Context: an optimization exercise on an open-source flow, tuned for small area and few clock cycles. The choices shown serve that exercise and are no tape-out recipe. Only simulation tests tie the RTL to the original design; equivalence was not proved.

## old
==> flow/design.v <==
module lpcm_sample_unpacker (
   input  logic       clock,
   input  logic       reset,
   input  logic       req_valid,
   output logic       req_stall,
   input  logic [7:0] req_data_byte,
   input  logic       req_end_of_frame,
   output logic       rsp_valid,
   input  logic       rsp_stall,
   output logic [7:0] rsp_out_byte,
   output logic       rsp_group_last,
   output logic       rsp_config_error,
   input  logic       csr_wr_en,
   input  logic [1:0] csr_index,
   input  logic [3:0] csr_wr_data
);
   localparam logic [1:0] FMT_16 = 2'd0;
   localparam logic [1:0] FMT_20 = 2'd1;
   localparam logic [1:0] FMT_24 = 2'd2;
   localparam logic [1:0] FMT_32 = 2'd3;
   function automatic logic [2:0] br_src_chan(input logic [3:0] c, input logic [2:0] s);
      logic [2:0] k;
      k = s;
      if (c == 4'd6) begin
         if (s == 3'd3) k = 3'd5;
         if (s == 3'd4) k = 3'd3;
         if (s == 3'd5) k = 3'd4;
      end else if (c == 4'd7) begin
         if (s == 3'd3) k = 3'd6;
         if (s == 3'd4) k = 3'd3;
         if (s == 3'd6) k = 3'd4;
      end else if (c == 4'd8) begin
         if (s == 3'd3) k = 3'd7;
         if (s == 3'd4) k = 3'd3;
         if (s == 3'd5) k = 3'd6;
         if (s == 3'd6) k = 3'd4;
         if (s == 3'd7) k = 3'd5;
      end
      br_src_chan = k;
   endfunction
   logic [1:0] fmt_ff;
   logic       br_ff;
   logic [3:0] cc_ff;
   logic [7:0] ring [0:63];
   logic [5:0] fill_ff;   
   logic [5:0] fa_ff;     
   logic [5:0] ha_ff;     
   logic [1:0] cnt_ff;    
   logic [3:0] j_ff;
   logic [2:0] p_ff;
   always_ff @(posedge clock) begin
      if (reset) begin
         fmt_ff <= FMT_16;
         br_ff  <= 1'b0;
         cc_ff  <= 4'd2;
      end else if (csr_wr_en) begin
         if (csr_index == 2'd0) fmt_ff <= csr_wr_data[1:0];
         if (csr_index == 2'd1) br_ff  <= csr_wr_data[0];
         if (csr_index == 2'd2) cc_ff  <= csr_wr_data;
      end
   end
   logic       bad;
   logic       dvd20, dvd32;
   logic [6:0] c1, c2, c4;
   logic [6:0] ga, gb;
   logic [6:0] gsize;
   always_comb begin
      dvd20 = !br_ff && (fmt_ff == FMT_20);
      dvd32 = !br_ff && (fmt_ff == FMT_32);
      c1 = 7'(cc_ff);
      c2 = c1 << 1;
      c4 = c1 << 2;
      ga = (fmt_ff == FMT_16) ? c2 : (dvd32 ? c4 : (br_ff && fmt_ff == FMT_24) ? c2 : c4);
      if (br_ff)
         gb = (fmt_ff == FMT_24) ? c1 : 7'd0;
      else
         unique case (fmt_ff)
            FMT_16:  gb = 7'd0;
            FMT_20:  gb = c1;
            FMT_24:  gb = c2;
            default: gb = c4;
         endcase
      gsize = ga + gb;
      bad = (cc_ff == 4'd0) || (cc_ff > 4'd8) || ((fmt_ff == FMT_20) && (br_ff || cc_ff[0]));
      if (bad) gsize = 7'd1;
   end
   logic [5:0] eff_fill;
   logic [5:0] prefix;    
   logic       head_busy;
   logic       start;
   logic       done;
   logic       accept;
   logic       push;
   logic       pop;
   logic       head_load;
   always_comb begin
      eff_fill = ({1'b0, fill_ff} >= gsize) ? 6'd0 : fill_ff;
      start    = (eff_fill == 6'd0);
      done     = (7'(eff_fill) + 7'd1 == gsize);
      if (br_ff)      prefix = 6'd0;
      else if (dvd20) prefix = {j_ff[3:0], 2'b00};
      else            prefix = {1'b0, j_ff, 1'b0};
      head_busy = (cnt_ff != 2'd0) && !bad && ({1'b0, ha_ff} < gsize) && (ha_ff >= prefix);
      if (bad)        req_stall = (cnt_ff == 2'd2);
      else if (start) req_stall = (cnt_ff == 2'd2) || head_busy;
      else            req_stall = (fa_ff != eff_fill) || head_busy;
      accept = req_valid && !req_stall;
      push   = accept && done;
   end
   always_ff @(posedge clock) begin
      if (reset) begin
         fill_ff <= '0;
      end else if (accept) begin
         if (done || req_end_of_frame) fill_ff <= '0;
         else                          fill_ff <= eff_fill + 6'd1;
      end
   end
   always_ff @(posedge clock) begin
      fa_ff <= ((accept && start) ? 6'd0 : fa_ff) + 6'd1;
   end
   always_ff @(posedge clock) begin
      for (int i = 63; i > 0; i--) ring[i] <= ring[i-1];
      ring[0] <= accept ? req_data_byte : ring[63];
   end
   function automatic logic [5:0] step_offset(input logic [1:0] fmt, input logic br,
                                              input logic [3:0] c, input logic [3:0] j,
                                              input logic [2:0] p);
      logic       d32;
      logic [2:0] k;
      logic [4:0] tsum;
      logic [5:0] tail, main;
      logic       use_tail;
      d32  = !br && (fmt == FMT_32);
      k    = br_src_chan(c, j[2:0]);
      tsum = {c, 1'b0} + (d32 ? {1'b0, j} : {2'b00, j[3:1]});
      tail = {tsum, d32 ? ~p[0] : j[0]};
      use_tail = 1'b0;
      if (br) begin
         unique case (fmt)
            FMT_16:  main = {2'b00, k, ~p[0]};
            FMT_24:  main = {2'b00, k, 1'b0} + {3'b000, k} + 6'(2'd2 - p[1:0]);
            default: main = {1'b0, k, ~p[1:0]};
         endcase
      end else begin
         unique case (fmt)
            FMT_16: main = {1'b0, j, ~p[0]};
            FMT_20: begin
               use_tail = (p == 3'd0) || (p == 3'd3);
               main     = {j, p[2], (p == 3'd1) || (p == 3'd4)};
            end
            FMT_24: begin
               use_tail = (p == 3'd0);
               main     = {1'b0, j, p == 3'd1};
            end
            default: begin
               use_tail = !p[1];
               main     = {1'b0, j, p == 3'd2};
            end
         endcase
      end
      step_offset = use_tail ? tail : main;
   endfunction
   logic [2:0] sw;        
   logic [3:0] j_last;    
   logic [3:0] j_in;
   logic [2:0] p_in;
   logic [5:0] ha_in;
   logic [5:0] ra_ff;     
   logic       last;
   logic       take;
   logic [7:0] rbyte;
   always_comb begin
      if (br_ff) begin
         j_last = cc_ff - 4'd1;
         unique case (fmt_ff)
            FMT_16:  sw = 3'd2;
            FMT_24:  sw = 3'd3;
            default: sw = 3'd4;
         endcase
      end else begin
         unique case (fmt_ff)
            FMT_16:  begin sw = 3'd2; j_last = cc_ff - 4'd1; end
            FMT_20:  begin sw = 3'd6; j_last = cc_ff - 4'd1; end
            FMT_24:  begin sw = 3'd3; j_last = {cc_ff[2:0], 1'b0} - 4'd1; end
            default: begin sw = 3'd4; j_last = {cc_ff[2:0], 1'b0} - 4'd1; end
         endcase
      end
      last = (j_ff == j_last) && (p_ff == sw - 3'd1);
      rbyte = ring[ra_ff];
      rsp_valid        = (cnt_ff != 2'd0);
      rsp_config_error = bad;
      rsp_group_last   = last && !bad;
      if (bad)
         rsp_out_byte = 8'h00;
      else if (dvd20 && p_ff == 3'd0)
         rsp_out_byte = rbyte & 8'hf0;
      else if (dvd20 && p_ff == 3'd3)
         rsp_out_byte = {rbyte[3:0], 4'h0};
      else
         rsp_out_byte = rbyte;
      take = rsp_valid && !rsp_stall;
      pop  = take && (bad || last);
      head_load = (push && (cnt_ff == 2'(pop))) || (pop && cnt_ff == 2'd2);
      j_in = j_ff;
      p_in = p_ff;
      if (take) begin
         if (bad || last) begin
            j_in = '0;
            p_in = '0;
         end else if (p_ff == sw - 3'd1) begin
            j_in = j_ff + 4'd1;
            p_in = '0;
         end else begin
            p_in = p_ff + 3'd1;
         end
      end
      ha_in = (head_load ? fa_ff : ha_ff) + 6'd1;
   end
   always_ff @(posedge clock) begin
      if (reset) begin
         cnt_ff <= '0;
         j_ff   <= '0;
         p_ff   <= '0;
      end else begin
         cnt_ff <= cnt_ff + 2'(push) - 2'(pop);
         j_ff   <= j_in;
         p_ff   <= p_in;
      end
   end
   always_ff @(posedge clock) begin
      ha_ff <= ha_in;
      ra_ff <= ha_in + ~step_offset(fmt_ff, br_ff, cc_ff, j_in, p_in);
   end
endmodule
clock: 9.0 ns
lec_check: 0
cap_margin: 20
core_margin: 2
core_utilization: 40
cts_buf_list: sky130_fd_sc_hd__clkbuf_8
cts_cluster_diameter: 50
cts_cluster_size: 16
slew_margin: 20
run.sh (not shown) runs the stock make flow with config.mk's settings and CLKGATE_MAP_FILE= SYNTH_SCRIPT=/design/flow/synth_recipe.tcl, a recipe that flattens the netlist after the stock synthesis.
Testbench counts of old, summed over its fixed seeds: cycles 45,567.
> inputs changed (old -> new)
--- a/flow/design.v
+++ b/flow/design.v
@@ -35,12 +35,18 @@
          if (s == 3'd5) k = 3'd6;
          if (s == 3'd6) k = 3'd4;
          if (s == 3'd7) k = 3'd5;
       end
       br_src_chan = k;
    endfunction
+   function automatic logic less(input logic [6:0] a, input logic [6:0] b);
+      logic r;
+      r = 1'b0;
+      for (int i = 0; i < 7; i++) r = a[i] ? (b[i] && r) : (b[i] || r);
+      less = r;
+   endfunction
    logic [1:0] fmt_ff;
    logic       br_ff;
    logic [3:0] cc_ff;
    logic [7:0] ring [0:63];
    logic [5:0] fill_ff;   
    logic [5:0] fa_ff;     
@@ -82,44 +88,49 @@
          endcase
       gsize = ga + gb;
       bad = (cc_ff == 4'd0) || (cc_ff > 4'd8) || ((fmt_ff == FMT_20) && (br_ff || cc_ff[0]));
       if (bad) gsize = 7'd1;
    end
    logic [5:0] eff_fill;
-   logic [5:0] prefix;    
+   logic       ha_new;    
+   logic [6:0] fill_inc;
    logic       head_busy;
    logic       start;
    logic       done;
    logic       accept;
    logic       push;
    logic       pop;
    logic       head_load;
+   logic [5:0] fa_in;
+   logic [1:0] cnt_in;
    always_comb begin
-      eff_fill = ({1'b0, fill_ff} >= gsize) ? 6'd0 : fill_ff;
+      eff_fill = less({1'b0, fill_ff}, gsize) ? fill_ff : 6'd0;
       start    = (eff_fill == 6'd0);
-      done     = (7'(eff_fill) + 7'd1 == gsize);
-      if (br_ff)      prefix = 6'd0;
-      else if (dvd20) prefix = {j_ff[3:0], 2'b00};
-      else            prefix = {1'b0, j_ff, 1'b0};
-      head_busy = (cnt_ff != 2'd0) && !bad && ({1'b0, ha_ff} < gsize) && (ha_ff >= prefix);
+      fill_inc = 7'(eff_fill) + 7'd1;
+      done     = (fill_inc == gsize);
+      if (br_ff)      ha_new = 1'b1;
+      else if (dvd20) ha_new = !less({3'b000, ha_ff[5:2]}, {3'b000, j_ff});
+      else            ha_new = !less({2'b00, ha_ff[5:1]}, {3'b000, j_ff});
+      head_busy = (cnt_ff != 2'd0) && !bad && less({1'b0, ha_ff}, gsize) && ha_new;
       if (bad)        req_stall = (cnt_ff == 2'd2);
       else if (start) req_stall = (cnt_ff == 2'd2) || head_busy;
       else            req_stall = (fa_ff != eff_fill) || head_busy;
       accept = req_valid && !req_stall;
       push   = accept && done;
+      fa_in  = ((accept && start) ? 6'd0 : fa_ff) + 6'd1;
    end
    always_ff @(posedge clock) begin
       if (reset) begin
          fill_ff <= '0;
       end else if (accept) begin
          if (done || req_end_of_frame) fill_ff <= '0;
-         else                          fill_ff <= eff_fill + 6'd1;
-      end
-   end
-   always_ff @(posedge clock) begin
-      fa_ff <= ((accept && start) ? 6'd0 : fa_ff) + 6'd1;
+         else                          fill_ff <= fill_inc[5:0];
+      end
+   end
+   always_ff @(posedge clock) begin
+      fa_ff <= fa_in;
    end
    always_ff @(posedge clock) begin
       for (int i = 63; i > 0; i--) ring[i] <= ring[i-1];
       ring[0] <= accept ? req_data_byte : ring[63];
    end
    function automatic logic [5:0] step_offset(input logic [1:0] fmt, input logic br,
@@ -184,13 +195,13 @@
             FMT_24:  begin sw = 3'd3; j_last = {cc_ff[2:0], 1'b0} - 4'd1; end
             default: begin sw = 3'd4; j_last = {cc_ff[2:0], 1'b0} - 4'd1; end
          endcase
       end
       last = (j_ff == j_last) && (p_ff == sw - 3'd1);
       rbyte = ring[ra_ff];
-      rsp_valid        = (cnt_ff != 2'd0);
+      rsp_valid        = (cnt_ff != 2'd0) || (push && cc_ff != 4'd1);
       rsp_config_error = bad;
       rsp_group_last   = last && !bad;
       if (bad)
          rsp_out_byte = 8'h00;
       else if (dvd20 && p_ff == 3'd0)
          rsp_out_byte = rbyte & 8'hf0;
@@ -211,21 +222,22 @@
             j_in = j_ff + 4'd1;
             p_in = '0;
          end else begin
             p_in = p_ff + 3'd1;
          end
       end
-      ha_in = (head_load ? fa_ff : ha_ff) + 6'd1;
+      cnt_in = cnt_ff + 2'(push) - 2'(pop);
+      ha_in  = (head_load || cnt_in == 2'd0) ? fa_in : ha_ff + 6'd1;
    end
    always_ff @(posedge clock) begin
       if (reset) begin
          cnt_ff <= '0;
          j_ff   <= '0;
          p_ff   <= '0;
       end else begin
-         cnt_ff <= cnt_ff + 2'(push) - 2'(pop);
+         cnt_ff <= cnt_in;
          j_ff   <= j_in;
          p_ff   <= p_in;
       end
    end
    always_ff @(posedge clock) begin
       ha_ff <= ha_in;
Results
- Compared with old, new shows a lower via density per instance.
- Comparing the two runs side by side, new comes out ahead of old on internal power.
- Compared to old, new has area of the core region about 2.1% lower.
- Diff old -> new | area used by multi-input combinational logic | down slightly
- Core utilization: new vs old up 1.6 points
- Going from old to new, width of the die shrank slightly.
- When the final numbers for new and old were put side by side, the count of cells along the worst register-to-register path turned out to be smaller in old.
- From old to new the numbers moved as follows: sequential fraction of total cell area fell 0.69 points; final clock period utilization by the worst path climbed 6.6 points.
Testbench counts of new, summed over its fixed seeds: cycles 45,280.

## static timing again, ports no longer ideal
How much do the figures lean on ideal ports? The routed layouts below were timed once more, with nothing changed but the port constraints.
Step 1 sets driving cells, clkbuf_16 on the clock port and buf_2 on the other inputs (assumed; they add their load-dependent delay and slew).
Step 2 also shifts input and output timing later by t, the mid clock arrival at the registers, as if the neighbouring blocks saw the same clock.
a / b / c = ideal / step 1 / step 2; a / b = the first two.
run | shift t [ns] | setup WS [ns] | worst register clock-pin slew, ns | worst slew at a driven data input, ns
old | 0.678 | 0.823 / 0.823 / 0.823 | 0.11 / 0.11 | 0.04
new | 0.675 | 0.230 / 0.230 / 0.230 | 0.11 / 0.11 | 0.08
After both steps every run listed still meets setup and hold.
